Background: an optimization exercise with open tools, aiming at small area, a short achievable clock period and few clock cycles per item. Do not read the settings as production practice.
At most, simulation tests tie the RTL to the original design; equivalence was not proved.
Function not checked in runs 1 to 3: the RTL went through the layout flow alone.
Power figures rest on the tool's default switching activity, not on a simulated workload.

$ cat design/flow/config.mk
export PLATFORM = sky130hd
export DESIGN_NAME = matmul_engine
export DESIGN_NICKNAME = matmul_engine
export VERILOG_FILES = /design/flow/design.v
export SDC_FILE = /design/flow/constraint.sdc
export NUM_CORES = 4
export LEC_CHECK = 0
export CAP_MARGIN = 20
export CORE_MARGIN = 2
export CORE_UTILIZATION = 40
export SETUP_SLACK_MARGIN = 5
export SLEW_MARGIN = 20
export SYNTH_HIERARCHICAL = 1
$ cat design/flow/constraint.sdc
create_clock -name core_clock -period 10.0 [get_ports {clk}]
set_input_delay 2.0000 -clock core_clock [delete_from_list [all_inputs] [get_ports {clk}]]
set_output_delay 2.0000 -clock core_clock [all_outputs]
set_load 0.01 [all_outputs]
$ cat design/flow/design.v
package sysarray_pkg;
  function automatic logic [15:0] sat16(input logic [19:0] v);
    if (v[19:15] == 5'b00000 || v[19:15] == 5'b11111) sat16 = v[15:0];
    else if (v[19]) sat16 = 16'h8000;
    else sat16 = 16'h7fff;
  endfunction
endpackage
module pe (
  input  logic        clk,
  input  logic        rst,
  input  logic        en_d,
  input  logic        clr_d,
  input  logic [7:0]  a,
  input  logic [7:0]  b,
  output logic [19:0] s,
  output logic [19:0] c
);
  logic        en, clr, nclr;
  logic [7:0]  ag;
  logic pp_0_0;
  logic pp_0_1;
  logic pp_0_2;
  logic pp_0_3;
  logic pp_0_4;
  logic pp_0_5;
  logic pp_0_6;
  logic pp_0_7;
  logic pp_1_0;
  logic pp_1_1;
  logic pp_1_2;
  logic pp_1_3;
  logic pp_1_4;
  logic pp_1_5;
  logic pp_1_6;
  logic pp_1_7;
  logic pp_2_0;
  logic pp_2_1;
  logic pp_2_2;
  logic pp_2_3;
  logic pp_2_4;
  logic pp_2_5;
  logic pp_2_6;
  logic pp_2_7;
  logic pp_3_0;
  logic pp_3_1;
  logic pp_3_2;
  logic pp_3_3;
  logic pp_3_4;
  logic pp_3_5;
  logic pp_3_6;
  logic pp_3_7;
  logic pp_4_0;
  logic pp_4_1;
  logic pp_4_2;
  logic pp_4_3;
  logic pp_4_4;
  logic pp_4_5;
  logic pp_4_6;
  logic pp_4_7;
  logic pp_5_0;
  logic pp_5_1;
  logic pp_5_2;
  logic pp_5_3;
  logic pp_5_4;
  logic pp_5_5;
  logic pp_5_6;
  logic pp_5_7;
  logic pp_6_0;
  logic pp_6_1;
  logic pp_6_2;
  logic pp_6_3;
  logic pp_6_4;
  logic pp_6_5;
  logic pp_6_6;
  logic pp_6_7;
  logic pp_7_0;
  logic pp_7_1;
  logic pp_7_2;
  logic pp_7_3;
  logic pp_7_4;
  logic pp_7_5;
  logic pp_7_6;
  logic pp_7_7;
  logic sg0;
  logic sg1;
  logic sg2;
  logic sg3;
  logic sg4;
  logic sg5;
  logic cg5;
  logic sg6;
  logic cg6;
  logic sg7;
  logic cg7;
  logic sg8;
  logic cg8;
  logic sg9;
  logic cg9;
  logic sg10;
  logic cg10;
  logic sg11;
  logic cg11;
  logic sg12;
  logic cg12;
  logic sg13;
  logic cg13;
  logic sg14;
  logic cg14;
  logic sg15;
  logic cg15;
  logic sg16;
  logic cg16;
  logic sg17;
  logic cg17;
  logic sg18;
  logic cg18;
  logic sg19;
  logic cg19;
  logic s1;
  logic k2;
  logic s3;
  logic k4;
  logic s5;
  logic k6;
  logic s7;
  logic k8;
  logic s9;
  logic k10;
  logic s11;
  logic k12;
  logic s13;
  logic k14;
  logic s15;
  logic k16;
  logic s17;
  logic k18;
  logic s19;
  logic k20;
  logic s21;
  logic k22;
  logic s23;
  logic k24;
  logic s25;
  logic k26;
  logic s27;
  logic k28;
  logic s29;
  logic k30;
  logic s31;
  logic k32;
  logic s33;
  logic k34;
  logic s35;
  logic k36;
  logic s37;
  logic k38;
  logic s39;
  logic k40;
  logic s41;
  logic k42;
  logic s43;
  logic k44;
  logic s45;
  logic k46;
  logic s47;
  logic k48;
  logic s49;
  logic k50;
  logic s51;
  logic k52;
  logic s53;
  logic k54;
  logic s55;
  logic k56;
  logic s57;
  logic k58;
  logic s59;
  logic k60;
  logic i61;
  logic s62;
  logic k63;
  logic s64;
  logic k65;
  logic s66;
  logic k67;
  logic s68;
  logic k69;
  logic i70;
  logic s71;
  logic k72;
  logic s73;
  logic k74;
  logic i75;
  logic s76;
  logic k77;
  logic s78;
  logic k79;
  logic i80;
  logic s81;
  logic k82;
  logic s83;
  logic k84;
  logic s85;
  logic k86;
  logic s87;
  logic k88;
  logic s89;
  logic k90;
  logic i91;
  logic s92;
  logic k93;
  logic s94;
  logic k95;
  logic s96;
  logic k97;
  logic s98;
  logic k99;
  logic s100;
  logic k101;
  logic s102;
  logic k103;
  logic i104;
  logic s105;
  logic k106;
  logic i107;
  logic s108;
  logic k109;
  logic s110;
  logic k111;
  logic s112;
  logic k113;
  logic s114;
  logic k115;
  logic s116;
  logic k117;
  logic s118;
  logic k119;
  logic i120;
  logic s121;
  logic k122;
  logic s123;
  logic k124;
  logic s125;
  logic k126;
  logic i127;
  logic s128;
  logic k129;
  logic i130;
  logic s131;
  logic k132;
  logic i133;
  logic s134;
  logic k135;
  logic s136;
  logic k137;
  logic s138;
  logic k139;
  logic i140;
  logic s141;
  logic k142;
  logic i143;
  logic s144;
  logic k145;
  logic s146;
  logic k147;
  logic i148;
  logic s149;
  logic k150;
  logic i151;
  logic s152;
  logic k153;
  logic s154;
  logic k155;
  logic i156;
  logic s157;
  logic k158;
  logic s159;
  logic k160;
  logic s161;
  logic k162;
  logic s163;
  logic k164;
  logic s165;
  logic k166;
  logic s167;
  logic k168;
  logic s169;
  logic k170;
  logic s171;
  logic k172;
  logic s173;
  logic k174;
  logic s175;
  logic k176;
  logic s177;
  logic k178;
  always_ff @(posedge clk or posedge rst) begin
    if (rst) begin
      en  <= 1'b0;
      clr <= 1'b0;
    end else begin
      en  <= en_d;
      clr <= clr_d;
    end
  end
  assign nclr = ~clr;
  gate8 u_gate (.a(a), .en(en), .y(ag));
  assign pp_0_0 = ~(ag[0] & b[0]);
  assign pp_0_1 = ~(ag[0] & b[1]);
  assign pp_0_2 = ~(ag[0] & b[2]);
  assign pp_0_3 = ~(ag[0] & b[3]);
  assign pp_0_4 = ~(ag[0] & b[4]);
  assign pp_0_5 = ~(ag[0] & b[5]);
  assign pp_0_6 = ~(ag[0] & b[6]);
  assign pp_0_7 = ~(ag[0] & b[7]);
  assign pp_1_0 = ~(ag[1] & b[0]);
  assign pp_1_1 = ~(ag[1] & b[1]);
  assign pp_1_2 = ~(ag[1] & b[2]);
  assign pp_1_3 = ~(ag[1] & b[3]);
  assign pp_1_4 = ~(ag[1] & b[4]);
  assign pp_1_5 = ~(ag[1] & b[5]);
  assign pp_1_6 = ~(ag[1] & b[6]);
  assign pp_1_7 = ~(ag[1] & b[7]);
  assign pp_2_0 = ~(ag[2] & b[0]);
  assign pp_2_1 = ~(ag[2] & b[1]);
  assign pp_2_2 = ~(ag[2] & b[2]);
  assign pp_2_3 = ~(ag[2] & b[3]);
  assign pp_2_4 = ~(ag[2] & b[4]);
  assign pp_2_5 = ~(ag[2] & b[5]);
  assign pp_2_6 = ~(ag[2] & b[6]);
  assign pp_2_7 = ~(ag[2] & b[7]);
  assign pp_3_0 = ~(ag[3] & b[0]);
  assign pp_3_1 = ~(ag[3] & b[1]);
  assign pp_3_2 = ~(ag[3] & b[2]);
  assign pp_3_3 = ~(ag[3] & b[3]);
  assign pp_3_4 = ~(ag[3] & b[4]);
  assign pp_3_5 = ~(ag[3] & b[5]);
  assign pp_3_6 = ~(ag[3] & b[6]);
  assign pp_3_7 = ~(ag[3] & b[7]);
  assign pp_4_0 = ~(ag[4] & b[0]);
  assign pp_4_1 = ~(ag[4] & b[1]);
  assign pp_4_2 = ~(ag[4] & b[2]);
  assign pp_4_3 = ~(ag[4] & b[3]);
  assign pp_4_4 = ~(ag[4] & b[4]);
  assign pp_4_5 = ~(ag[4] & b[5]);
  assign pp_4_6 = ~(ag[4] & b[6]);
  assign pp_4_7 = ~(ag[4] & b[7]);
  assign pp_5_0 = ~(ag[5] & b[0]);
  assign pp_5_1 = ~(ag[5] & b[1]);
  assign pp_5_2 = ~(ag[5] & b[2]);
  assign pp_5_3 = ~(ag[5] & b[3]);
  assign pp_5_4 = ~(ag[5] & b[4]);
  assign pp_5_5 = ~(ag[5] & b[5]);
  assign pp_5_6 = ~(ag[5] & b[6]);
  assign pp_5_7 = ~(ag[5] & b[7]);
  assign pp_6_0 = ~(ag[6] & b[0]);
  assign pp_6_1 = ~(ag[6] & b[1]);
  assign pp_6_2 = ~(ag[6] & b[2]);
  assign pp_6_3 = ~(ag[6] & b[3]);
  assign pp_6_4 = ~(ag[6] & b[4]);
  assign pp_6_5 = ~(ag[6] & b[5]);
  assign pp_6_6 = ~(ag[6] & b[6]);
  assign pp_6_7 = ~(ag[6] & b[7]);
  assign pp_7_0 = ~(ag[7] & b[0]);
  assign pp_7_1 = ~(ag[7] & b[1]);
  assign pp_7_2 = ~(ag[7] & b[2]);
  assign pp_7_3 = ~(ag[7] & b[3]);
  assign pp_7_4 = ~(ag[7] & b[4]);
  assign pp_7_5 = ~(ag[7] & b[5]);
  assign pp_7_6 = ~(ag[7] & b[6]);
  assign pp_7_7 = ~(ag[7] & b[7]);
  assign sg0 = ~(s[0] & nclr);
  assign sg1 = ~(s[1] & nclr);
  assign sg2 = ~(s[2] & nclr);
  assign sg3 = ~(s[3] & nclr);
  assign sg4 = ~(s[4] & nclr);
  assign sg5 = ~(s[5] & nclr);
  assign cg5 = ~(c[5] & nclr);
  assign sg6 = ~(s[6] & nclr);
  assign cg6 = ~(c[6] & nclr);
  assign sg7 = ~(s[7] & nclr);
  assign cg7 = ~(c[7] & nclr);
  assign sg8 = ~(s[8] & nclr);
  assign cg8 = ~(c[8] | clr);
  assign sg9 = ~(s[9] | clr);
  assign cg9 = ~(c[9] | clr);
  assign sg10 = ~(s[10] | clr);
  assign cg10 = ~(c[10] & nclr);
  assign sg11 = ~(s[11] | clr);
  assign cg11 = ~(c[11] & nclr);
  assign sg12 = ~(s[12] | clr);
  assign cg12 = ~(c[12] | clr);
  assign sg13 = ~(s[13] | clr);
  assign cg13 = ~(c[13] & nclr);
  assign sg14 = ~(s[14] & nclr);
  assign cg14 = ~(c[14] & nclr);
  assign sg15 = ~(s[15] & nclr);
  assign cg15 = ~(c[15] & nclr);
  assign sg16 = ~(s[16] & nclr);
  assign cg16 = ~(c[16] & nclr);
  assign sg17 = ~(s[17] & nclr);
  assign cg17 = ~(c[17] & nclr);
  assign sg18 = ~(s[18] & nclr);
  assign cg18 = ~(c[18] & nclr);
  assign sg19 = ~(s[19] & nclr);
  assign cg19 = ~(c[19] & nclr);
  assign s1 = ~pp_0_0 ^ ~sg0;
  assign k2 = ~pp_0_0 & ~sg0;
  fa_cell u_s3 (.a(pp_0_1), .b(pp_1_0), .ci(sg1), .s(s3), .co(k4));
  assign s5 = k2 ^ ~s3;
  assign k6 = k2 & ~s3;
  fa_cell u_s7 (.a(pp_0_2), .b(pp_1_1), .ci(pp_2_0), .s(s7), .co(k8));
  fa_cell u_s9 (.a(sg2), .b(k4), .ci(s7), .s(s9), .co(k10));
  assign s11 = k6 ^ ~s9;
  assign k12 = k6 & ~s9;
  fa_cell u_s13 (.a(pp_0_3), .b(pp_1_2), .ci(pp_2_1), .s(s13), .co(k14));
  fa_cell u_s15 (.a(pp_3_0), .b(sg3), .ci(k8), .s(s15), .co(k16));
  fa_cell u_s17 (.a(s13), .b(s15), .ci(k10), .s(s17), .co(k18));
  assign s19 = k12 ^ ~s17;
  assign k20 = k12 & ~s17;
  fa_cell u_s21 (.a(pp_0_4), .b(pp_1_3), .ci(pp_2_2), .s(s21), .co(k22));
  fa_cell u_s23 (.a(pp_3_1), .b(pp_4_0), .ci(sg4), .s(s23), .co(k24));
  fa_cell u_s25 (.a(k14), .b(s21), .ci(s23), .s(s25), .co(k26));
  fa_cell u_s27 (.a(k16), .b(s25), .ci(k18), .s(s27), .co(k28));
  assign s29 = k20 ^ ~s27;
  assign k30 = k20 & ~s27;
  fa_cell u_s31 (.a(pp_0_5), .b(pp_1_4), .ci(pp_2_3), .s(s31), .co(k32));
  fa_cell u_s33 (.a(pp_3_2), .b(pp_4_1), .ci(pp_5_0), .s(s33), .co(k34));
  fa_cell u_s35 (.a(sg5), .b(cg5), .ci(k22), .s(s35), .co(k36));
  fa_cell u_s37 (.a(k24), .b(s31), .ci(s33), .s(s37), .co(k38));
  fa_cell u_s39 (.a(s35), .b(k26), .ci(s37), .s(s39), .co(k40));
  assign s41 = ~s39 ^ ~k28;
  assign k42 = ~s39 & ~k28;
  fa_cell u_s43 (.a(pp_0_6), .b(pp_1_5), .ci(pp_2_4), .s(s43), .co(k44));
  fa_cell u_s45 (.a(pp_3_3), .b(pp_4_2), .ci(pp_5_1), .s(s45), .co(k46));
  fa_cell u_s47 (.a(pp_6_0), .b(sg6), .ci(cg6), .s(s47), .co(k48));
  fa_cell u_s49 (.a(k32), .b(k34), .ci(s43), .s(s49), .co(k50));
  fa_cell u_s51 (.a(s45), .b(s47), .ci(k36), .s(s51), .co(k52));
  fa_cell u_s53 (.a(k38), .b(s49), .ci(s51), .s(s53), .co(k54));
  assign s55 = ~k40 ^ ~s53;
  assign k56 = ~k40 & ~s53;
  fa_cell u_s57 (.a(pp_1_6), .b(pp_2_5), .ci(pp_3_4), .s(s57), .co(k58));
  fa_cell u_s59 (.a(pp_4_3), .b(pp_5_2), .ci(pp_6_1), .s(s59), .co(k60));
  assign i61 = ~sg7;
  fa_cell u_s62 (.a(pp_0_7), .b(pp_7_0), .ci(i61), .s(s62), .co(k63));
  fa_cell u_s64 (.a(cg7), .b(k44), .ci(k46), .s(s64), .co(k65));
  fa_cell u_s66 (.a(k48), .b(s57), .ci(s59), .s(s66), .co(k67));
  fa_cell u_s68 (.a(s64), .b(k50), .ci(s66), .s(s68), .co(k69));
  assign i70 = ~s62;
  fa_cell u_s71 (.a(i70), .b(k52), .ci(s68), .s(s71), .co(k72));
  assign s73 = ~k54 ^ ~s71;
  assign k74 = ~k54 & ~s71;
  assign i75 = ~pp_2_6;
  assign s76 = ~(pp_1_7 ^ i75);
  assign k77 = pp_1_7 | i75;
  fa_cell u_s78 (.a(pp_3_5), .b(pp_4_4), .ci(pp_5_3), .s(s78), .co(k79));
  assign i80 = ~pp_7_1;
  fa_cell u_s81 (.a(pp_6_2), .b(i80), .ci(sg8), .s(s81), .co(k82));
  fa_cell u_s83 (.a(k58), .b(k60), .ci(s78), .s(s83), .co(k84));
  fa_cell u_s85 (.a(cg8), .b(s76), .ci(k63), .s(s85), .co(k86));
  fa_cell u_s87 (.a(s81), .b(k65), .ci(k67), .s(s87), .co(k88));
  fa_cell u_s89 (.a(s83), .b(k69), .ci(s87), .s(s89), .co(k90));
  assign i91 = ~s85;
  fa_cell u_s92 (.a(i91), .b(k72), .ci(s89), .s(s92), .co(k93));
  fa_cell u_s94 (.a(pp_3_6), .b(pp_4_5), .ci(pp_5_4), .s(s94), .co(k95));
  fa_cell u_s96 (.a(pp_2_7), .b(pp_7_2), .ci(sg9), .s(s96), .co(k97));
  fa_cell u_s98 (.a(pp_6_3), .b(k79), .ci(s94), .s(s98), .co(k99));
  fa_cell u_s100 (.a(cg9), .b(k77), .ci(s96), .s(s100), .co(k101));
  fa_cell u_s102 (.a(k82), .b(k84), .ci(s98), .s(s102), .co(k103));
  assign i104 = ~k88;
  fa_cell u_s105 (.a(k86), .b(s100), .ci(i104), .s(s105), .co(k106));
  assign i107 = ~s105;
  fa_cell u_s108 (.a(s102), .b(k90), .ci(i107), .s(s108), .co(k109));
  fa_cell u_s110 (.a(pp_4_6), .b(pp_5_5), .ci(pp_6_4), .s(s110), .co(k111));
  fa_cell u_s112 (.a(pp_3_7), .b(pp_7_3), .ci(sg10), .s(s112), .co(k113));
  fa_cell u_s114 (.a(cg10), .b(k95), .ci(s110), .s(s114), .co(k115));
  fa_cell u_s116 (.a(k97), .b(s112), .ci(k101), .s(s116), .co(k117));
  fa_cell u_s118 (.a(k99), .b(s114), .ci(k103), .s(s118), .co(k119));
  assign i120 = ~s118;
  fa_cell u_s121 (.a(s116), .b(k106), .ci(i120), .s(s121), .co(k122));
  fa_cell u_s123 (.a(pp_4_7), .b(pp_7_4), .ci(sg11), .s(s123), .co(k124));
  fa_cell u_s125 (.a(pp_5_6), .b(pp_6_5), .ci(cg11), .s(s125), .co(k126));
  assign i127 = ~k111;
  fa_cell u_s128 (.a(i127), .b(k113), .ci(s123), .s(s128), .co(k129));
  assign i130 = ~s128;
  fa_cell u_s131 (.a(s125), .b(k115), .ci(i130), .s(s131), .co(k132));
  assign i133 = ~k117;
  fa_cell u_s134 (.a(i133), .b(s131), .ci(k119), .s(s134), .co(k135));
  fa_cell u_s136 (.a(pp_5_7), .b(pp_7_5), .ci(sg12), .s(s136), .co(k137));
  fa_cell u_s138 (.a(cg12), .b(k124), .ci(s136), .s(s138), .co(k139));
  assign i140 = ~k129;
  fa_cell u_s141 (.a(pp_6_6), .b(k126), .ci(i140), .s(s141), .co(k142));
  assign i143 = ~s138;
  fa_cell u_s144 (.a(i143), .b(s141), .ci(k132), .s(s144), .co(k145));
  fa_cell u_s146 (.a(pp_6_7), .b(pp_7_6), .ci(sg13), .s(s146), .co(k147));
  assign i148 = ~cg13;
  fa_cell u_s149 (.a(i148), .b(k137), .ci(s146), .s(s149), .co(k150));
  assign i151 = ~k142;
  fa_cell u_s152 (.a(k139), .b(s149), .ci(i151), .s(s152), .co(k153));
  fa_cell u_s154 (.a(pp_7_7), .b(sg14), .ci(cg14), .s(s154), .co(k155));
  assign i156 = ~s154;
  fa_cell u_s157 (.a(k147), .b(i156), .ci(k150), .s(s157), .co(k158));
  assign s159 = sg15 ^ cg15;
  assign k160 = sg15 & cg15;
  assign s161 = ~s159 ^ ~k155;
  assign k162 = ~s159 & ~k155;
  assign s163 = sg16 ^ cg16;
  assign k164 = sg16 & cg16;
  assign s165 = ~k160 ^ ~s163;
  assign k166 = ~k160 & ~s163;
  assign s167 = sg17 ^ cg17;
  assign k168 = sg17 & cg17;
  assign s169 = ~k164 ^ ~s167;
  assign k170 = ~k164 & ~s167;
  assign s171 = sg18 ^ cg18;
  assign k172 = sg18 & cg18;
  assign s173 = ~k168 ^ ~s171;
  assign k174 = ~k168 & ~s171;
  assign s175 = sg19 ^ cg19;
  assign k176 = sg19 & cg19;
  assign s177 = ~k172 ^ ~s175;
  assign k178 = ~k172 & ~s175;
  always_ff @(posedge clk) begin
    s[0] <= s1;
    s[1] <= s5;
    s[2] <= s11;
    s[3] <= s19;
    s[4] <= s29;
    s[5] <= s41;
    s[6] <= k42;
    s[7] <= k56;
    s[8] <= k74;
    s[9] <= k93;
    s[10] <= k109;
    s[11] <= s134;
    s[12] <= s144;
    s[13] <= k145;
    s[14] <= s157;
    s[15] <= s161;
    s[16] <= s165;
    s[17] <= k166;
    s[18] <= k170;
    s[19] <= k174;
    c[5] <= k30;
    c[6] <= s55;
    c[7] <= s73;
    c[8] <= s92;
    c[9] <= s108;
    c[10] <= s121;
    c[11] <= k122;
    c[12] <= k135;
    c[13] <= s152;
    c[14] <= k153;
    c[15] <= k158;
    c[16] <= k162;
    c[17] <= s169;
    c[18] <= s173;
    c[19] <= s177;
  end
  assign c[0] = 1'b0;
  assign c[1] = 1'b0;
  assign c[2] = 1'b0;
  assign c[3] = 1'b0;
  assign c[4] = 1'b0;
endmodule
package pe_pol;
  localparam logic [19:0] SPOL = 20'h03e00;
  localparam logic [19:0] CPOL = 20'h01300;
  localparam logic [19:0] CMSK = 20'hfffe0;   
endpackage
module fa_cell (
  input  logic a,
  input  logic b,
  input  logic ci,
  output logic s,
  output logic co
);
  assign s  = a ^ b ^ ci;
  assign co = (a & b) | (a & ci) | (b & ci);
endmodule
module gate8 (
  input  logic [7:0] a,
  input  logic       en,
  output logic [7:0] y
);
  assign y = a & {8{en}};
endmodule
module ha_cell (
  input  logic a,
  input  logic b,
  output logic s,
  output logic co
);
  assign s  = a ^ b;
  assign co = a & b;
endmodule
module colout #(
  parameter int N     = 6,
  parameter int ACC_W = 20,
  parameter int OUT_W = 16
) (
  input  logic                    clk,
  input  logic                    rst,
  input  logic [N-1:0]            sel_d,
  input  logic [N-1:0][ACC_W-1:0] s,
  input  logic [N-1:0][ACC_W-1:0] c,
  input  logic                    ld0,     
  input  logic                    from1,   
  input  logic                    ld1,     
  output logic [OUT_W-1:0]        q0
);
  logic [N-1:0]     sel;
  logic [ACC_W-1:0] ms, mc, vs, vc;
  logic [OUT_W-1:0] q1, y;
  logic [15:0]      lo;
  logic [4:0]       hi0, hi1;
  logic             ovf0, ovf1, ovf, sg;
  always_ff @(posedge clk or posedge rst) begin
    if (rst) sel <= N'(1);
    else     sel <= sel_d;
  end
  always_comb begin
    ms = '0;
    mc = '0;
    for (int i = 0; i < N; i++) begin
      ms = ms | (s[i] & {ACC_W{sel[i]}});
      mc = mc | (c[i] & {ACC_W{sel[i]}});
    end
  end
  assign vs = ms ^ pe_pol::SPOL;
  assign vc = (mc ^ pe_pol::CPOL) & pe_pol::CMSK;
  assign lo   = {1'b0, vs[14:0]} + {1'b0, vc[14:0]};
  assign hi0  = vs[19:15] + vc[19:15];
  assign hi1  = vs[19:15] + vc[19:15] + 5'd1;
  assign ovf0 = (hi0 != 5'b00000) && (hi0 != 5'b11111);
  assign ovf1 = (hi1 != 5'b00000) && (hi1 != 5'b11111);
  assign ovf  = lo[15] ? ovf1 : ovf0;
  assign sg   = lo[15] ? hi1[4] : hi0[4];
  assign y    = ovf ? (sg ? 16'h8000 : 16'h7fff)
                    : {lo[15] ? hi1[0] : hi0[0], lo[14:0]};
  always_ff @(posedge clk) begin
    if (ld0) q0 <= from1 ? q1 : y;
    if (ld1) q1 <= y;
  end
endmodule
module matmul_engine #(
  parameter int N     = 6,
  parameter int A_W   = 8,
  parameter int B_W   = 8,
  parameter int K_MAX = 16,
  parameter int ACC_W = 20,
  parameter int OUT_W = 16
) (
  input  logic                            clk,
  input  logic                            rst,
  input  logic                            start,
  output logic                            start_ready,
  input  logic [$clog2(K_MAX+1)-1:0]      k_len,
  input  logic                            in_valid,
  output logic                            in_ready,
  input  logic [N-1:0][A_W-1:0]           in_a,
  input  logic [N-1:0][B_W-1:0]           in_b,
  output logic                            out_valid,
  input  logic                            out_ready,
  output logic [N-1:0][OUT_W-1:0]         out_row,
  output logic [$clog2(N)-1:0]            out_ridx,
  output logic                            busy,
  output logic                            done
);
  localparam int KW = $clog2(K_MAX + 1);
  localparam int RW = $clog2(N);
  logic          cur_v, cur_z, cur_first;    
  logic [KW-1:0] cur_rem;                    
  logic          pend_v;                     
  logic [KW-1:0] pend_k;
  logic [3:0]    njobs;                      
  logic          done_reg;
  logic          in_ready_q, start_ready_q, busy_q;   
  logic          cur_v_n, cur_z_n, cur_first_n, pend_v_n;
  logic [KW-1:0] cur_rem_n, pend_k_n;
  logic [3:0]    njobs_n;
  logic          busy_n;
  logic [N-1:0]          sv, sf, sl;         
  logic [A_W-1:0]        sa [N][N];          
  logic [N-1:0][B_W-1:0] sb [N];             
  logic [N-1:0]          holds;              
  logic [N-1:0]          ptr;                
  logic                   q0v, q1v;          
  logic [N-1:0][OUT_W-1:0] q0;
  logic [RW-1:0]          ridx;              
  logic [N-1:0]          frz;                
  logic [N-1:0]          en;                 
  logic                  push, pop, fire0, last0, cur_free, st_fire;
  logic [N-1:0] sv_n, sf_n, sl_n, holds_n, ptr_n, a_n, conf0, conf1, frz0, frz1;
  logic [N-1:0] frz_n, en_n;
  logic         q0v_n, q1v_n, hp_n, nq;
  assign push      = |(holds & ptr) & ~q1v;
  assign pop       = q0v & out_ready;
  assign out_valid = q0v;
  assign out_row   = q0;
  assign out_ridx  = ridx;
  assign done      = done_reg;
  assign fire0       = cur_v & ~frz[0] & (cur_z | in_valid);
  assign last0       = cur_z | (cur_rem == KW'(1));
  assign cur_free    = ~cur_v | (fire0 & last0);
  assign st_fire     = start & start_ready;
  assign in_ready    = in_ready_q;
  assign start_ready = start_ready_q;
  assign busy        = busy_q;
  always_comb begin
    cur_v_n     = cur_v;
    cur_z_n     = cur_z;
    cur_first_n = cur_first;
    cur_rem_n   = cur_rem;
    pend_v_n    = pend_v;
    pend_k_n    = pend_k;
    if (fire0 & ~last0) begin
      cur_rem_n   = cur_rem - KW'(1);
      cur_first_n = 1'b0;
    end
    if (cur_free) begin
      if (pend_v) begin
        cur_v_n     = 1'b1;
        cur_z_n     = (pend_k == '0);
        cur_rem_n   = pend_k;
        cur_first_n = 1'b1;
        pend_v_n    = 1'b0;
      end else if (st_fire) begin
        cur_v_n     = 1'b1;
        cur_z_n     = (k_len == '0);
        cur_rem_n   = k_len;
        cur_first_n = 1'b1;
      end else begin
        cur_v_n     = 1'b0;
      end
    end else if (st_fire) begin
      pend_v_n = 1'b1;
      pend_k_n = k_len;
    end
    njobs_n = njobs + {3'b0, st_fire} - {3'b0, pop & (ridx == RW'(N - 1))};
    busy_n  = st_fire | (njobs > 4'd1) |
              ((njobs == 4'd1) & ~(out_ready & q0v & (ridx == RW'(N - 1))));
  end
  always_comb begin
    sv_n[0] = frz[0] ? sv[0] : fire0;
    sf_n[0] = frz[0] ? sf[0] : (cur_first | cur_z);
    sl_n[0] = frz[0] ? sl[0] : last0;
    for (int s = 1; s < N; s++) begin
      sv_n[s] = frz[s] ? sv[s] : (sv[s-1] & ~frz[s-1]);
      sf_n[s] = frz[s] ? sf[s] : sf[s-1];
      sl_n[s] = frz[s] ? sl[s] : sl[s-1];
    end
    for (int s = 0; s < N; s++)
      holds_n[s] = (holds[s] & ~(push & ptr[s])) | (en[s] & sl[s]);
    ptr_n = push ? {ptr[N-2:0], ptr[N-1]} : ptr;
    q0v_n = q1v | (q0v & ~pop) | push;
    q1v_n = (q1v & ~pop) | (push & q0v & ~pop);
    hp_n = |(holds_n & ptr_n);
    nq   = ~(q1v | (push & q0v));
    for (int s = 0; s < N; s++) begin
      a_n[s]   = sv_n[s] & sf_n[s] & holds_n[s];
      conf1[s] = a_n[s] & ~(hp_n & ptr_n[s]);
      conf0[s] = a_n[s] & ~(hp_n & nq & ptr_n[s]);
    end
    frz1[N-1] = conf1[N-1];
    frz0[N-1] = conf0[N-1];
    for (int s = N - 2; s >= 0; s--) begin
      frz1[s] = conf1[s] | frz1[s+1];
      frz0[s] = conf0[s] | frz0[s+1];
    end
    frz_n = pop ? frz1 : frz0;
    en_n  = sv_n & ~frz_n;
  end
  always_ff @(posedge clk or posedge rst) begin
    if (rst) begin
      cur_v         <= 1'b0;
      cur_z         <= 1'b0;
      cur_first     <= 1'b0;
      cur_rem       <= '0;
      pend_v        <= 1'b0;
      pend_k        <= '0;
      njobs         <= '0;
      done_reg      <= 1'b0;
      in_ready_q    <= 1'b0;
      start_ready_q <= 1'b1;
      busy_q        <= 1'b0;
    end else begin
      cur_v         <= cur_v_n;
      cur_z         <= cur_z_n;
      cur_first     <= cur_first_n;
      cur_rem       <= cur_rem_n;
      pend_v        <= pend_v_n;
      pend_k        <= pend_k_n;
      njobs         <= njobs_n;
      done_reg      <= pop & (ridx == RW'(N - 1));
      in_ready_q    <= cur_v_n & ~cur_z_n & ~frz_n[0];
      start_ready_q <= ~pend_v_n;
      busy_q        <= busy_n;
    end
  end
  always_ff @(posedge clk or posedge rst) begin
    if (rst) begin
      sv    <= '0;
      sf    <= '0;
      sl    <= '0;
      holds <= '0;
      ptr   <= N'(1);
      q0v   <= 1'b0;
      q1v   <= 1'b0;
      ridx  <= '0;
      frz   <= '0;
      en    <= '0;
    end else begin
      sv    <= sv_n;
      sf    <= sf_n;
      sl    <= sl_n;
      holds <= holds_n;
      ptr   <= ptr_n;
      q0v   <= q0v_n;
      q1v   <= q1v_n;
      frz   <= frz_n;
      en    <= en_n;
      if (pop) ridx <= (ridx == RW'(N - 1)) ? '0 : ridx + RW'(1);
    end
  end
  logic ld0, ld1;
  assign ld0 = q1v ? pop : (push & (~q0v | pop));
  assign ld1 = push & q0v & ~pop;
  always_ff @(posedge clk) begin
    if (~frz[0]) begin
      for (int i = 0; i < N; i++) begin
        sa[0][i] <= cur_z ? '0 : in_a[i];
        sb[0][i] <= in_b[i];
      end
    end
    for (int s = 1; s < N; s++) begin
      if (~frz[s]) begin
        for (int i = s; i < N; i++) sa[s][i] <= sa[s-1][i];
        sb[s] <= sb[s-1];
      end
    end
  end
  logic [ACC_W-1:0] acc_s [N][N];
  logic [ACC_W-1:0] acc_c [N][N];
  for (genvar gi = 0; gi < N; gi++) begin : g_row
    for (genvar gj = 0; gj < N; gj++) begin : g_col
      pe u_pe (
        .clk  (clk),
        .rst  (rst),
        .en_d (en_n[gi]),
        .clr_d(en_n[gi] & sf_n[gi]),
        .a    (sa[gi][gi]),
        .b    (sb[gi][gj]),
        .s    (acc_s[gi][gj]),
        .c    (acc_c[gi][gj])
      );
    end
  end
  logic [N-1:0][ACC_W-1:0] col_s [N];
  logic [N-1:0][ACC_W-1:0] col_c [N];
  for (genvar gj = 0; gj < N; gj++) begin : g_out
    for (genvar gi = 0; gi < N; gi++) begin : g_in
      assign col_s[gj][gi] = acc_s[gi][gj];
      assign col_c[gj][gi] = acc_c[gi][gj];
    end
    colout #(
      .N    (N),
      .ACC_W(ACC_W),
      .OUT_W(OUT_W)
    ) u_col (
      .clk  (clk),
      .rst  (rst),
      .sel_d(ptr_n),
      .s    (col_s[gj]),
      .c    (col_c[gj]),
      .ld0  (ld0),
      .from1(q1v),
      .ld1  (ld1),
      .q0   (q0[gj])
    );
  end
endmodule
$ cat design/flow/flow/run.sh
#!/bin/bash
# Standard ORFS layout with three changes to how the layout is made:
#  - timing repair aims at a tighter period than the clock constraint (setup
#    margin), so the resizer works on every path longer than that target;
#  - the port buffers are sky130_fd_sc_hd__buf_4 cells (the standard flow
#    picks a delay cell), every input and output still gets its own buffer;
#  - the resizer may swap cells of a different footprint.
# Synthesis is the standard one, unchanged. Each step's log is in orfs/logs.
set -euo pipefail
MARGIN=${MARGIN:-6.3}
bash standard.sh synth > synth.log 2>&1
bash standard.sh SETUP_SLACK_MARGIN=$MARGIN MATCH_CELL_FOOTPRINT=0 \
  "BUFFER_PORTS_ARGS=-buffer_cell sky130_fd_sc_hd__buf_4" finish > layout.log 2>&1
$ cat design/flow/standard.sh
#!/bin/bash
# synth_recipe.tcl (not shown) runs the flow's synth.tcl, then flattens the netlist and writes it again
# the make line also repeats each setting of config.mk as NAME=value (left out here)
make -C /OpenROAD-flow-scripts/flow DESIGN_CONFIG=/design/flow/config.mk WORK_HOME=/design/flow/orfs CLKGATE_MAP_FILE= SYNTH_SCRIPT=/design/flow/synth_recipe.tcl "${@:-finish}"
==> impl_metrics.yaml, run 1 <==
clocking:
  cts_buffer_depth: 4
  cts-htree-levels: 4
  insertion_delay_ps: 970
  cts_made_buffers: 237
  clkTransAtPathRegs_ps: 60
  clockRootBuffer: "clkbuf_16"
  cts.sinks: 2085
  cts_tree: "done"
pwr:
  switching_share: 0.446
  p_seq_frac: 0.320
  p_leak_nw: 61.8
  power_density_nw_per_um2: 360
  p_switching_mw: 25.4
  ir_drop_uv: 198
  power_frac_comb: 0.518
  p_clk_frac: 0.162
  p_int_mw: 31.5
timing:
  setup_viol: 0
  hold_violations: 0
  slew_viol_final: 0
  min_period_ps: 3790
  fmax_mhz: 264
  slew_headroom: 0.227
  worst_hold_slack_ps: 413
  finalSetupTns_ps: 0
  grt_setup_unrepaired: "yes"
  finClkSkew_ps: 87.0
  setup_slack_ps: 6210
  tightest_slew_ps: 1160
  period_share: 0.379
placed_design:
  place_ws_ps: 5540
  dpl.hpwl_um: 315000
  dp_cells: 16800
  gp_congestion: 0.934
  io_buffers: 209
  place_area_um2: 146000
final_layout:
  regArea_um2: 49200
  top_register: "g_row.g_col.u_pe.s"
  fin_cells: 17500
  syn_to_final_growth_pct: 12.4
  reg_top3: "g_row.g_col.u_pe.s: 720 flops, g_row.g_col.u_pe.c: 540 flops, sb: 288 flops"
  multiInputGateArea_um2: 85000
  final_area_um2: 158000
  drive_above_1_share: 0.114
  nNetsFinal: 15700
  largest_register_ffs: 720
  nFillCells: 32300
grt:
  grt_pass1_vias: 96300
  grt_pass1_wl_um: 631000
  grt_usage: 0.237
  overflow: 0
  antenna_found_initial: 62
  grt_max_degree: 70
run:
  maxCapViolations: 0
synthesis:
  yosys_warnings: 24
  syn-instance-count: 12600
  synth_area_per_cell_um2: 11.2
  synth.cell_area_um2: 141000
  synth_nets: 15600
die:
  start_util: 0.402
  die_area_um2: 356000
  rows: 217
  die_h_um: 597
  chipWidth_um: 597
  core_area_um2: 350000
  io_pins: 210
outcome:
  status: "no timing/DRC/antenna violations"
worst_setup_path:
  arrival_ps: 4500
  critPathRequiredTime_ps: 10700
  timing.critical_path.to_type: "register"
  path_cells: "buf_12 > a22oi_2 > nand3_1 > ha_2 > fa_2 > a211oi_2 > o211ai_1 > a221o_2 > or4b_4 > nand3b_1 > o21ai_1 > mux2_2"
  critical-path-top-delay-family: "compound AO/OA/AOI/OAI gates"
  critical_path.max_fanout: 8
  critPathMaxStageDelay_ps: 550
  crit_type: "reg2reg"
  path_buf_inv: 1
  slowest_stage: "or4b_4"
  cp-start-kind: "register"
route:
  routed_wl_um: 422000
  viasPerCell: 5.25
  ant_nets: 0
  wl_per_cell_um: 24.1
  drt_drc_violations_left: 0
  firstDrtPassIters: 6
  initialDrtViolationCount: 8300
  vias: 91900
min_path:
  hold_class: "reg2reg"
[per-layer routing]
layer | global-route usage | share of wire | wire length, um | vias up
li1 | - | - | - | 39900
met1 | 0.319 | 0.41 | 172000 | 47300
met2 | 0.364 | 0.45 | 192000 | 3930
met3 | 0.0602 | 0.091 | 38500 | 820
met4 | 0.104 | 0.047 | 19700 | 18
met5 | 0 | 0.00032 | 136 | -
[worst paths after layout]
kind                                  startpoint                    endpoint  slack (ps)  depth (start not counted)
setup / recovery           g_out[4].u_col.sel[1]       g_out[4].u_col.q0[10]        6210                         12
hold / removal                         sa[15][6]                   sa[21][6]         410                          0
setup reg to reg           g_out[4].u_col.sel[1]       g_out[4].u_col.q0[10]        6210                         12
hold reg to reg                        sa[15][6]                   sa[21][6]         410                          0
max in group asynchronous                    rst                         q1v        7710                          3
min in group asynchronous                    rst  g_row[1].g_col[4].u_pe.clr        1120                          2
[metrics by stage]
| stage | power, mW | util |
|---|---|---|
| 4_1_cts | 57.1 | 0.446 |
| 3_5_place_dp | 47.1 | 0.417 |
| 6_report | 56.9 | 0.452 |
| 2_1_floorplan | 37.0 | - |
| 5_1_grt | 63.0 | 0.452 |
| 3_3_place_gp | 46.0 | 0.417 |
[placed cells by master, fill, tap and decap left out, types with 16 or more instances in the layout]
cell type and n:
mux2_2 50, o21ai_0 32, a21o_1 33, mux2_4 16
xnor2_1 82, and2_1 188, o21ai_1 64, fa_1 2239
dfrtp_1 136, nor2_4 60, buf_12 56, nor2b_1 51
nor2_1 405, a22oi_1 525, clkbuf_1 51, xor2_1 68
and2_4 60, and2b_1 108, nand2_1 2370, clkbuf_16 262
buf_4 419, o21ai_2 28, dfxtp_1 1260, a21oi_1 54
bufinv_16 28, a22oi_2 58, diode_2 61, buf_6 21
ha_1 696, clkbuf_8 29, and2_2 152, inv_1 1220
nand2b_1 803, clkinv_2 39, a221oi_1 52, dfrtp_2 32
edfxtp_1 648, nand3_1 177
[area by class of cell]
type                            instances  share of cell area
Antenna cell                           61            0.000966
Clock buffer                          321              0.0420
Clock inverter                        122             0.00913
Inverter                             1227              0.0293
Multi-Input combinational cell       8569               0.538
Sequential cell                      2085               0.311
Tap cell                             4599              0.0364
Timing Repair Buffer                  531              0.0332
[worst register-to-register path, delay by kind of cell, from the launching register on]
family | cells | cell delay, ps
multiplexers | 1 | 280
AO/OA/AOI/OAI | 5 | 1240
adder cells (fa/ha/maj) | 2 | 580
buffers and inverters | 1 | 150
flip-flops | 1 | 420
AND/OR/NAND/NOR | 3 | 930
[power groups by stage]
stage               Sequential, mW  Clock (mW)  Combinational [mW]
global placement              18.5           0                27.5
CTS                           18.0        9.40                29.6
floorplan                     15.2           0                21.7
global route                  18.5        9.71                34.8
finish                        18.2        9.21                29.5
detailed placement            18.4           0                28.7
[repair_timing]
item                       CTS  global route
pin swaps                   46            88
setup buffers               84            99
setup endpoints to repair  601           421
gates resized for setup    304           344
cloned                      16            11
hold buffers                 0             0
==> run 2: changes to the inputs <==
--- a/design/flow/design.v
+++ b/design/flow/design.v
@@ -298,10 +298,11 @@
     if (rst) begin
-      en  <= 1'b0;
-      clr <= 1'b0;
+      en   <= 1'b0;
+      clr  <= 1'b0;
+      nclr <= 1'b1;
     end else begin
-      en  <= en_d;
-      clr <= clr_d;
+      en   <= en_d;
+      clr  <= clr_d;
+      nclr <= ~clr_d;
     end
   end
-  assign nclr = ~clr;
   gate8 u_gate (.a(a), .en(en), .y(ag));
--- a/design/flow/flow/run.sh
+++ b/design/flow/flow/run.sh
@@ -9,3 +9,3 @@
 set -euo pipefail
-MARGIN=${MARGIN:-6.3}
+MARGIN=${MARGIN:-6.9}
 bash standard.sh synth > synth.log 2>&1
==> run 2 against run 1 <==
Clock power is 0.9% lower. Total power up 9.6%. Still clean. Combinational power up 16%. Largest power group unchanged. Sequential cell count grew 36. Synthesized cell count up 0.86%. Sequential power increased by 4%. Count of clock-buffer cells in the layout rose by 17. Largest cell class unchanged. Fmax down 3.2%. Clock skew increased by 7.3 ps. First-iteration DRC count is 7.3% higher. Critical path depth rose by 1.
==> impl_metrics.yaml, run 2 <==
final_layout:
  drive_above_1_share: 0.271
  top_register: "g_row.g_col.u_pe.s"
  reg_top3: "g_row.g_col.u_pe.s: 720 flops, g_row.g_col.u_pe.c: 540 flops, sb: 288 flops"
  final_cell_mix: "2926 x nand2_1, 1357 x fa_1, 1260 x dfxtp_1, 1075 x inv_1, 888 x fa_2"
  regArea_um2: 50300
  largest_register_ffs: 720
  final_common_cell: "nand2_1"
  nNetsFinal: 16300
  multiInputGateArea_um2: 88000
  syn_to_final_growth_pct: 20.3
  nFillCells: 31100
  final_area_um2: 168000
grt:
  grt_pass1_wl_um: 665000
  grt_pass1_vias: 101000
  overflow: 0
  grt_usage: 0.254
  grt_max_degree: 70
  antenna_found_initial: 31
die:
  die_area_um2: 354000
  chipWidth_um: 595
  die_h_um: 595
  rows: 217
  core_area_um2: 349000
  start_util: 0.401
  io_pins: 210
timing:
  finalSetupTns_ps: 0
  min_period_ps: 3920
  fmax_mhz: 255
  grt_setup_unrepaired: "yes"
  period_share: 0.392
  finClkSkew_ps: 94.4
  slew_viol_final: 0
  slew_headroom: 0.264
  hold_violations: 0
  tightest_slew_ps: 1100
  setup_viol: 0
placed_design:
  dpl.hpwl_um: 320000
  place_area_um2: 145000
  io_buffers: 209
  gp_congestion: 0.943
route:
  drt_drc_violations_left: 0
  ant_nets: 0
  firstDrtPassIters: 8
  routed_wl_um: 452000
  vias: 96000
  viasPerCell: 5.30
  initialDrtViolationCount: 8908
  wl_per_cell_um: 24.9
pwr:
  p_total_mw: 62.4
  ir_drop_uv: 171
  p_leak_nw: 66.4
  power_density_nw_per_um2: 371
clocking:
  cts_made_buffers: 237
  cts-htree-levels: 4
  insertion_delay_ps: 990
  clkTransAtPathRegs_ps: 60
  cts_tree: "done"
  hold_buffers: 0
  cts_buffer_depth: 4
  clockRootBuffer: "clkbuf_16"
  cts.sinks: 2121
worst_setup_path:
  path_cells: "buf_12 > a22oi_2 > nand3_1 > ha_2 > fa_2 > a211oi_2 > o211ai_1 > a221o_1 > or4b_4 > nand3b_1 > buf_12 > o21ai_2 > mux2_2"
  timing.critical_path.to_type: "register"
  critPathCapture: "g_out[2].u_col.q0[14]"
  slowest_stage: "or4b_4"
  rr_endpoint: "g_out[2].u_col.q0[14]"
  critPathRequiredTime_ps: 10690
  ff2ff_path_depth: 13
  arrival_ps: 4610
  worstReg2RegStart: "g_out[2].u_col.sel[2]"
  crit_type: "reg2reg"
  crit_path_start: "g_out[2].u_col.sel[2]"
  critPathMaxStageDelay_ps: 580
  cpMostUsedCell: "buf_12"
  cp-start-kind: "register"
  rrSetupSlack_ps: 6080
  critical_path.max_fanout: 9
synthesis:
  synth.cell_area_um2: 140000
  yosys_warnings: 24
  synth_nets: 15700
  syn-instance-count: 12700
  synth_area_per_cell_um2: 11.0
run:
  maxCapViolations: 0
min_path:
  hold_class: "reg2reg"
outcome:
  status: "no timing/DRC/antenna violations"
[run 2: changes by cell type in the layout (fill, tap and decap cells not counted), sizes merged, moves of 5 or more]
cell	delta
nand2	+828
nand2b	-792
buf	+539
and2	+108
and2b	-108
dfstp	+36
nor2	-36
diode	-28
inv	+27
clkbuf	+12
bufinv	-9
clkinv	+5
[run 2: how the worst min path moves through the flow]
stage                         start        end  depth (start not counted)
after floorplan            sa[4][0]  sa[10][0]                          0
after global placement    sa[16][2]  sa[22][2]                          0
after detailed placement   sa[8][7]  sa[14][7]                          0
after CTS                 sa[23][2]  sa[29][2]                          0
after global routing      sa[23][2]  sa[29][2]                          0
final                     sa[23][2]  sa[29][2]                          0
[run 2: critical path, delay by kind of cell (launching register included)]
kind	cells	cell delay, ps
AO/OA/AOI/OAI	5	1250
AND/OR/NAND/NOR	3	840
adder cells (fa/ha/maj)	2	570
flip-flops	1	430
buffers and inverters	2	280
multiplexers	1	270
[run 2: metrics by stage]
stage	worst slack [ps]	std cells	util	hold slack, ps
final	6080	18100	0.483	383
after global routing	6100	18100	0.482	398
after CTS	6230	17900	0.472	399
after detailed placement	5310	16800	0.416	405
after global placement	5350	16800	0.416	401
after floorplan	6140	12700	-	400
[run 2: where the power goes]
part           total (mW)  switching, mW  internal (mW)
Clock                9.13           3.87           5.26
Sequential           19.0           5.20           13.8
Combinational        34.3           18.7           15.6
Total                62.4           27.8           34.6
[run 2: final cells by class]
class                   count  area share
clock buffers             338      0.0407
well taps                4599      0.0342
repair buffers           1065      0.0674
flip-flops and latches   2121       0.299
repair inverters            3   0.0000892
clock inverters           107     0.00703
multi-input cells        8569       0.523
diodes                     33    0.000491
inverters                1263      0.0283
[run 2: repair_timing]
action | CTS | global route
gates resized for setup | 1931 | 731
buffers inserted | 618 | 155
pin swaps | 404 | 429
setup endpoints to repair | 1381 | 946
cloned | 20 | 5
[run 2: metal layers]
| layer | track usage | share of wire | up-vias |
|---|---|---|---|
| met5 | 0 | 0.00021 | - |
| met4 | 0.144 | 0.067 | 16 |
| met3 | 0.0628 | 0.092 | 1021 |
| met2 | 0.389 | 0.45 | 4258 |
| met1 | 0.330 | 0.39 | 49600 |
| li1 | - | - | 41100 |
==> run 3: changes to the inputs <==
--- a/design/flow/flow/run.sh
+++ b/design/flow/flow/run.sh
@@ -9,3 +9,3 @@
 set -euo pipefail
-MARGIN=${MARGIN:-6.9}
+MARGIN=${MARGIN:-6.6}
 bash standard.sh synth > synth.log 2>&1
==> run 3 against run 2 <==
Worst setup slack gained 120 ps. Final area shrank 2.5%. Via count shrank 0.84%. Global-route usage shrank 0.34 points. Synthesized cell count is the same. Worst hold slack gained 32 ps. Critical path type unchanged. Non-clock buffer count shrank 141. Sequential cell count is the same. Clock power grew 2%. Combinational power shrank 6.7%. Highest routed layer unchanged. Die area is the same. Utilization shrank 1.2 points.
==> impl_metrics.yaml, run 3 <==
clocking:
  cts_tree: "done"
  clockRootBuffer: "clkbuf_16"
  cts_made_buffers: 240
  cts_buffer_depth: 4
  cts.sinks: 2121
  hold_buffers: 0
  insertion_delay_ps: 1010
  cts-htree-levels: 4
  clkTransAtPathRegs_ps: 60
worst_setup_path:
  timing.critical_path.to_type: "register"
  arrival_ps: 4480
  rrSetupSlack_ps: 6200
  ff2ff_path_depth: 12
  critPathRequiredTime_ps: 10680
  cp-start-kind: "register"
  crit_type: "reg2reg"
  rr_endpoint: "g_out[0].u_col.q0[9]"
  worstReg2RegStart: "g_out[0].u_col.sel[3]"
  crit_path_start: "g_out[0].u_col.sel[3]"
  critPathCapture: "g_out[0].u_col.q0[9]"
  critical_path.max_fanout: 35
timing:
  finalSetupTns_ps: 0
  fmax_mhz: 263
  tightest_slew_ps: 1240
  period_share: 0.380
  slew_viol_final: 0
  slew_headroom: 0.169
  finClkSkew_ps: 98.0
  grt_setup_unrepaired: "yes"
  hold_violations: 0
  min_period_ps: 3800
  setup_viol: 0
  worst_hold_slack_ps: 415
grt:
  grt_max_degree: 54
  grt_pass1_wl_um: 657000
  grt_usage: 0.251
  overflow: 0
  grt_pass1_vias: 99700
  met2_usage: 0.386
  grt_use_met3: 0.0581
  antenna_found_initial: 41
  grt_use_met1: 0.324
  top_usage_layer: "met2"
final_layout:
  fin_util: 0.471
  final_cell_mix: "3099 x nand2_1, 1847 x fa_1, 1260 x dfxtp_1, 1202 x inv_1, 667 x ha_1"
  drive_above_1_share: 0.195
  largest_register_ffs: 720
  fin_cells: 18000
  final_area_um2: 164000
  nNetsFinal: 16200
  top_register: "g_row.g_col.u_pe.s"
  final_common_cell: "nand2_1"
  reg_top3: "g_row.g_col.u_pe.s: 720 flops, g_row.g_col.u_pe.c: 540 flops, sb: 288 flops"
  syn_to_final_growth_pct: 17.4
route:
  drt_drc_violations_left: 0
  firstDrtPassIters: 9
  initialDrtViolationCount: 8542
  ant_nets: 0
  vias: 95200
  wl_per_cell_um: 24.8
  routed_wl_um: 445000
  viasPerCell: 5.30
synthesis:
  synth_nets: 15700
  yosys_warnings: 24
  syn-instance-count: 12700
  synth_area_per_cell_um2: 11.0
  synth.cell_area_um2: 140000
placed_design:
  dpl.hpwl_um: 319000
  gp_congestion: 0.931
  io_buffers: 209
  dp_cells: 16800
  place_area_um2: 145000
die:
  core_area_um2: 349000
  rows: 217
  chipWidth_um: 595
  die_h_um: 595
  io_pins: 210
  die_area_um2: 354000
  start_util: 0.401
min_path:
  hold_start: "sa[9][7]"
  hold_class: "reg2reg"
pwr:
  power_density_nw_per_um2: 367
  p_leak_nw: 65.3
  ir_drop_uv: 214
outcome:
  status: "no timing/DRC/antenna violations"
run:
  maxCapViolations: 0
run 3: report_power, final:
part	leakage (nW)	total (mW)	switching [mW]	internal (mW)
Combinational	41.6	32.0	17.7	14.3
Clock	4.01	9.27	3.95	5.32
Sequential	19.7	19.0	5.18	13.8
Total	65.3	60.2	26.8	33.4
run 3: stage by stage:
| step | setup WS (ps) | power [mW] |
|---|---|---|
| 2_1_floorplan | 6140 | 37.2 |
| 3_3_place_gp | 5610 | 46.2 |
| 3_5_place_dp | 5530 | 47.3 |
| 4_1_cts | 6210 | 58.9 |
| 5_1_grt | 6090 | 66.1 |
| 6_report | 6200 | 60.2 |
run 3: worst min-delay path by stage:
| stage | endpoint | depth (start not counted) |
|---|---|---|
| after detailed placement | sa[8][7] | 0 |
| after floorplan | sa[10][0] | 0 |
| final | sa[15][7] | 0 |
| after CTS | sa[35][6] | 0 |
| after global routing | sa[35][6] | 0 |
| after global placement | sa[35][6] | 0 |
run 3: worst max-delay path, cell delays in order, from the launching register on:
cell and delay (ps):
dfrtp_1 390, buf_12 180, a22oi_1 350, nand3_1 130
ha_1 400, a211oi_2 270, o211ai_1 140, a221o_1 400
or4b_4 530, nand3b_1 160, buf_4 160, o21ai_2 70
mux2_2 270
run 3: repair_timing:
item / 4_1_cts / 5_1_grt
pin swaps: 143 / 254
buffers inserted: 396 / 230
gates resized for setup: 1097 / 551
cloned: 21 / 3
endpoints found under the setup margin: 1045 / 627
run 3: cell type report:
type / count / area [um2]
timing repair buffer: 924 / 9720
fill: 31400 / 185000
timing repair inverter: 2 / 10.0
inverter: 1263 / 4760
clock buffer: 340 / 7100
tap: 4599 / 5750
antenna: 36 / 90.1
multi-input combinational: 8568 / 85200
sequential: 2121 / 50300
clock inverter: 111 / 1110
run 3: metal layers:
metal  share of wire  wire length (um)
met5         0.00029               130
met4           0.071             31700
met3           0.091             40400
met2            0.45            199000
met1            0.39            174000
==> run 4: changes to the inputs <==
--- a/design/flow/design.v
+++ b/design/flow/design.v
@@ -570,2 +570,3 @@
   localparam logic [19:0] CMSK = 20'hfffe0;   
+  localparam int CLO = 5;   
 endpackage
@@ -612,8 +613,39 @@
 );
-  logic [N-1:0]     sel;
-  logic [ACC_W-1:0] ms, mc, vs, vc;
-  logic [OUT_W-1:0] q1, y;
-  logic [15:0]      lo;
-  logic [4:0]       hi0, hi1;
-  logic             ovf0, ovf1, ovf, sg;
+  localparam int CLO = pe_pol::CLO;
+  logic [N-1:0][ACC_W-1:CLO] cx;
+  logic [ACC_W-1:0]   ms, vs;
+  logic [ACC_W-1:CLO] mc, vc;
+  logic [14:0]      lo;
+  logic             c15, ovf0, ovf1, sg0, sg1, h0, h1;
+  logic [OUT_W-1:0] q1, y, d;
+  rowsel #(.N(N), .W(ACC_W)) u_sels (.clk(clk), .rst(rst), .sel_d(sel_d), .x(s), .y(ms));
+  rowsel #(.N(N), .W(ACC_W - CLO)) u_selc (.clk(clk), .rst(rst), .sel_d(sel_d), .x(cx), .y(mc));
+  always_comb
+    for (int i = 0; i < N; i++) cx[i] = c[i][ACC_W-1:CLO];
+  assign vs = ms ^ pe_pol::SPOL;
+  assign vc = mc ^ pe_pol::CPOL[ACC_W-1:CLO];
+  colsum #(.CLO(CLO)) u_sum (
+    .a(vs), .b(vc), .lo(lo), .c15(c15),
+    .ovf0(ovf0), .ovf1(ovf1), .sg0(sg0), .sg1(sg1), .h0(h0), .h1(h1)
+  );
+  satsel u_sat (
+    .lo(lo), .c15(c15), .ovf0(ovf0), .ovf1(ovf1), .sg0(sg0), .sg1(sg1),
+    .h0(h0), .h1(h1), .q1(q1), .from1(from1), .y(y), .d(d)
+  );
+  always_ff @(posedge clk) begin
+    if (ld0) q0 <= d;
+    if (ld1) q1 <= y;
+  end
+endmodule
+module rowsel #(
+  parameter int N = 6,
+  parameter int W = 20
+) (
+  input  logic                clk,
+  input  logic                rst,
+  input  logic [N-1:0]        sel_d,
+  input  logic [N-1:0][W-1:0] x,
+  output logic [W-1:0]        y
+);
+  logic [N-1:0] sel;
   always_ff @(posedge clk or posedge rst) begin
@@ -623,24 +655,61 @@
   always_comb begin
-    ms = '0;
-    mc = '0;
-    for (int i = 0; i < N; i++) begin
-      ms = ms | (s[i] & {ACC_W{sel[i]}});
-      mc = mc | (c[i] & {ACC_W{sel[i]}});
-    end
+    y = '0;
+    for (int i = 0; i < N; i++) y = y | (x[i] & {W{sel[i]}});
   end
-  assign vs = ms ^ pe_pol::SPOL;
-  assign vc = (mc ^ pe_pol::CPOL) & pe_pol::CMSK;
-  assign lo   = {1'b0, vs[14:0]} + {1'b0, vc[14:0]};
-  assign hi0  = vs[19:15] + vc[19:15];
-  assign hi1  = vs[19:15] + vc[19:15] + 5'd1;
+endmodule
+module colsum #(
+  parameter int CLO = 5
+) (
+  input  logic [19:0]  a,
+  input  logic [19:CLO] b,
+  output logic [14:0] lo,
+  output logic        c15,
+  output logic        ovf0,
+  output logic        ovf1,
+  output logic        sg0,
+  output logic        sg1,
+  output logic        h0,
+  output logic        h1
+);
+  logic [4:0] hi0, hi1;
+  logic [19:0] bz;
+  assign bz = {b, {CLO{1'b0}}};
+  assign {c15, lo} = {1'b0, a[14:0]} + {1'b0, bz[14:0]};
+  assign hi0  = a[19:15] + bz[19:15];
+  assign hi1  = a[19:15] + bz[19:15] + 5'd1;
   assign ovf0 = (hi0 != 5'b00000) && (hi0 != 5'b11111);
   assign ovf1 = (hi1 != 5'b00000) && (hi1 != 5'b11111);
-  assign ovf  = lo[15] ? ovf1 : ovf0;
-  assign sg   = lo[15] ? hi1[4] : hi0[4];
-  assign y    = ovf ? (sg ? 16'h8000 : 16'h7fff)
-                    : {lo[15] ? hi1[0] : hi0[0], lo[14:0]};
-  always_ff @(posedge clk) begin
-    if (ld0) q0 <= from1 ? q1 : y;
-    if (ld1) q1 <= y;
-  end
+  assign sg0  = hi0[4];
+  assign sg1  = hi1[4];
+  assign h0   = hi0[0];
+  assign h1   = hi1[0];
+endmodule
+module satsel (
+  input  logic [14:0] lo,
+  input  logic        c15,
+  input  logic        ovf0,
+  input  logic        ovf1,
+  input  logic        sg0,
+  input  logic        sg1,
+  input  logic        h0,
+  input  logic        h1,
+  input  logic [15:0] q1,
+  input  logic        from1,
+  output logic [15:0] y,
+  output logic [15:0] d
+);
+  logic ovf, sg, h;
+  assign ovf = c15 ? ovf1 : ovf0;
+  assign sg  = c15 ? sg1 : sg0;
+  assign h   = c15 ? h1 : h0;
+  assign y   = ovf ? {sg, {15{~sg}}} : {h, lo};
+  assign d   = from1 ? q1 : y;
+endmodule
+module lmux (
+  input  logic s,
+  input  logic a,
+  input  logic b,
+  output logic y
+);
+  assign y = s ? a : b;
 endmodule
@@ -772,3 +841,36 @@
     frz_n = pop ? frz1 : frz0;
-    en_n  = sv_n & ~frz_n;
+  end
+  logic [N-1:0] en_p1, en_p0, clr_p1, clr_p0, clr_n;
+  logic [1:0]   sv0_x, fire0_x;                   
+  logic [1:0]   en0_p1, en0_p0, clr0_p1, clr0_p0;  
+  logic         en0_m1, en0_m0, clr0_m1, clr0_m0;
+  always_comb begin
+    for (int r = 0; r < N; r++) begin
+      en_p0[r]  = sv_n[r] & ~frz0[r];
+      en_p1[r]  = q0v ? (sv_n[r] & ~frz1[r]) : en_p0[r];
+      clr_p0[r] = en_p0[r] & sf_n[r];
+      clr_p1[r] = en_p1[r] & sf_n[r];
+    end
+    fire0_x[1] = cur_v & ~frz[0];
+    fire0_x[0] = cur_v & ~frz[0] & cur_z;
+    for (int x = 0; x < 2; x++) begin
+      sv0_x[x] = frz[0] ? sv[0] : fire0_x[x];
+      en0_p0[x]  = sv0_x[x] & ~(sv0_x[x] & sf_n[0] & holds_n[0] & ~(hp_n & nq & ptr_n[0]))
+                            & ~frz0[1];
+      en0_p1[x]  = q0v ? (sv0_x[x] & ~(sv0_x[x] & sf_n[0] & holds_n[0] & ~(hp_n & ptr_n[0]))
+                                   & ~frz1[1])
+                       : en0_p0[x];
+      clr0_p0[x] = en0_p0[x] & sf_n[0];
+      clr0_p1[x] = en0_p1[x] & sf_n[0];
+    end
+  end
+  lmux u_en0m1  (.s(in_valid), .a(en0_p1[1]),  .b(en0_p1[0]),  .y(en0_m1));
+  lmux u_en0m0  (.s(in_valid), .a(en0_p0[1]),  .b(en0_p0[0]),  .y(en0_m0));
+  lmux u_clr0m1 (.s(in_valid), .a(clr0_p1[1]), .b(clr0_p1[0]), .y(clr0_m1));
+  lmux u_clr0m0 (.s(in_valid), .a(clr0_p0[1]), .b(clr0_p0[0]), .y(clr0_m0));
+  lmux u_en0    (.s(out_ready), .a(en0_m1),  .b(en0_m0),  .y(en_n[0]));
+  lmux u_clr0   (.s(out_ready), .a(clr0_m1), .b(clr0_m0), .y(clr_n[0]));
+  for (genvar r = 1; r < N; r++) begin : g_enm
+    lmux u_en  (.s(out_ready), .a(en_p1[r]),  .b(en_p0[r]),  .y(en_n[r]));
+    lmux u_clr (.s(out_ready), .a(clr_p1[r]), .b(clr_p0[r]), .y(clr_n[r]));
   end
@@ -851,3 +953,3 @@
         .en_d (en_n[gi]),
-        .clr_d(en_n[gi] & sf_n[gi]),
+        .clr_d(clr_n[gi]),
         .a    (sa[gi][gi]),
==> run 4 against run 3 <==
Global-route usage shrank 0.061 points. Sequential cell count grew 36. Routed wire length grew 3.8%. Synthesized area grew 2.9%. Critical path depth shrank 11. Critical endpoint is now done. Non-clock buffer count grew 135. Via count grew 2.7%. Final area grew 2.5%.
==> impl_metrics.yaml, run 4 <==
outcome:
  status: "no timing/DRC/antenna violations"
grt:
  antenna_found_initial: 28
  grt_pass1_wl_um: 671000
  grt_pass1_vias: 102000
  grt_max_degree: 79
  grt_usage: 0.250
  overflow: 0
pwr:
  ir_drop_uv: 191
  power_density_nw_per_um2: 361
  p_leak_nw: 69.2
synthesis:
  yosys_warnings: 26
  synth.cell_area_um2: 144000
  syn-instance-count: 13000
  synth_nets: 16100
  synth_area_per_cell_um2: 11.1
worst_setup_path:
  arrival_ps: 1660
  timing.critical_path.to_type: "primary output"
  critPathMaxStageDelay_ps: 560
  critical_path.max_fanout: 1
  critPathRequiredTime_ps: 8000
  cp.depth: 1
  critical-path-top-delay-family: "flip-flops"
  ff2ff_path_depth: 10
  slowest_stage: "dfrtp_2"
  path_cells: "buf_6"
  crit_type: "reg2out"
  path_buf_inv: 1
  cp-start-kind: "register"
timing:
  tightest_slew_ps: 1080
  finalSetupTns_ps: 0
  fmax_mhz: 273
  finClkSkew_ps: 51.0
  grt_setup_unrepaired: "yes"
  min_period_ps: 3660
  slew_viol_final: 0
  setup_viol: 0
  slew_headroom: 0.280
  period_share: 0.366
  hold_violations: 0
die:
  start_util: 0.401
  die_area_um2: 364000
  rows: 220
  die_h_um: 604
  chipWidth_um: 604
  io_pins: 210
  core_area_um2: 359000
clocking:
  cts_buffer_depth: 4
  insertion_delay_ps: 970
  cts_made_buffers: 239
  cts_tree: "done"
  cts.sinks: 2157
  clkTransAtPathRegs_ps: 60
  hold_buffers: 0
  cts-htree-levels: 4
  clockRootBuffer: "clkbuf_16"
placed_design:
  io_buffers: 209
  dp_cells: 17300
  gp_congestion: 0.938
  dpl.hpwl_um: 327000
route:
  viasPerCell: 5.27
  vias: 97800
  initialDrtViolationCount: 9078
  firstDrtPassIters: 6
  ant_nets: 0
  routed_wl_um: 462000
  wl_per_cell_um: 24.9
  drt_drc_violations_left: 0
final_layout:
  drive_above_1_share: 0.205
  largest_register_ffs: 720
  top_register: "g_row.g_col.u_pe.s"
  nFillCells: 32400
  reg_top3: "g_row.g_col.u_pe.s: 720 flops, g_row.g_col.u_pe.c: 540 flops, sb: 288 flops"
  final_cell_mix: "3165 x nand2_1, 1867 x fa_1, 1306 x inv_1, 1260 x dfxtp_1, 701 x buf_4"
  nNetsFinal: 16600
  multiInputGateArea_um2: 86800
  syn_to_final_growth_pct: 16.9
  fin_cells: 18600
  final_common_cell: "nand2_1"
  regArea_um2: 51400
run:
  maxCapViolations: 0
min_path:
  hold_class: "reg2reg"
  whs_path_depth: 0
[run 4: path summary, 6_finish.rpt]
check / startpoint / end / slack (ps)
worst max-delay path: done_reg / done / 6340
min in group asynchronous: rst / g_row[4].g_col[2].u_pe.clr / 1310
worst min-delay path: sa[16][2] / sa[22][2] / 420
worst min register to register: sa[16][2] / sa[22][2] / 420
max in group asynchronous: rst / cur_z / 6900
worst max register to register: sa[0][4] / g_row[0].g_col[2].u_pe.c[8] / 6410
[run 4: metrics by stage]
stage	cell area (um2)	utilization	hold slack [ps]	total power [mW]	worst slack (ps)
detailed placement	147000	0.411	405	47.9	4880
finish	168000	0.469	416	60.7	6340
global route	168000	0.469	425	67.4	6350
global placement	147000	0.411	401	46.7	4930
CTS	163000	0.453	418	58.9	6310
floorplan	144000	-	400	38.3	5270
[run 4: area by class of cell]
cell class | count | area share
Timing Repair Buffer | 1059 | 0.0630
Antenna cell | 18 | 0.000268
Inverter | 1368 | 0.0306
Multi-Input combinational cell | 8730 | 0.516
Clock buffer | 328 | 0.0408
Clock inverter | 122 | 0.00826
Timing Repair inverter | 1 | 0.0000298
Sequential cell | 2157 | 0.305
Tap cell | 4773 | 0.0355
[run 4: what timing repair did]
action,CTS,global route
gates resized for setup,1068,712
buffers inserted,430,346
pin swaps,91,299
setup endpoints to repair,1133,662
cloned,1,15
[run 4: where the power goes]
part | switching [mW] | internal (mW) | total (mW)
Combinational | 18.7 | 15.5 | 34.2
Sequential | 3.66 | 13.5 | 17.1
Clock | 3.95 | 5.46 | 9.40
[run 4: routing by layer]
metal / GRT usage / wire length, um
met1: 0.321 / 179000
met2: 0.381 / 204000
met3: 0.0535 / 40600
met4: 0.168 / 39000
met5: 0 / 66
Testbench counts of run 4, summed over its fixed seeds: cycles 7,275, jobs 768.

[port drivers added, routing unchanged]
In the flow no input, the clock included, has a driving cell. The finished layouts below were timed again as built, in two steps. Step 1: set_driving_cell puts a clkbuf_16 on clk and a buf_2 on each other input, an assumption about the parent block. Step 2 adds t to the input delays and takes it off the output delays; t is the mean of the earliest and latest rising clock arrival at the registers after step 1. Input paths then give back, and output paths get back, about the clock's delay inside the block. Slacks: ideal / step 1 / step 2; pairs: ideal / step 1.
| run | t, ns | setup slack, ns | latest minus earliest clock arrival (ns) |
|---|---|---|---|
| run 1 | 1.044 | 6.209 / 6.209 / 5.444 | 0.090 / 0.089 |
| run 2 | 1.039 | 6.084 / 6.084 / 6.061 | 0.100 / 0.100 |
| run 3 | 1.056 | 6.204 / 6.158 / 5.732 | 0.107 / 0.107 |
| run 4 | 1.062 | 6.342 / 6.222 / 5.567 | 0.056 / 0.055 |
After both steps setup and hold are still met in every run listed. For run 4, which loses most, drivers alone change the setup slack by -0.120 ns; drivers and shift together by -0.775 ns.
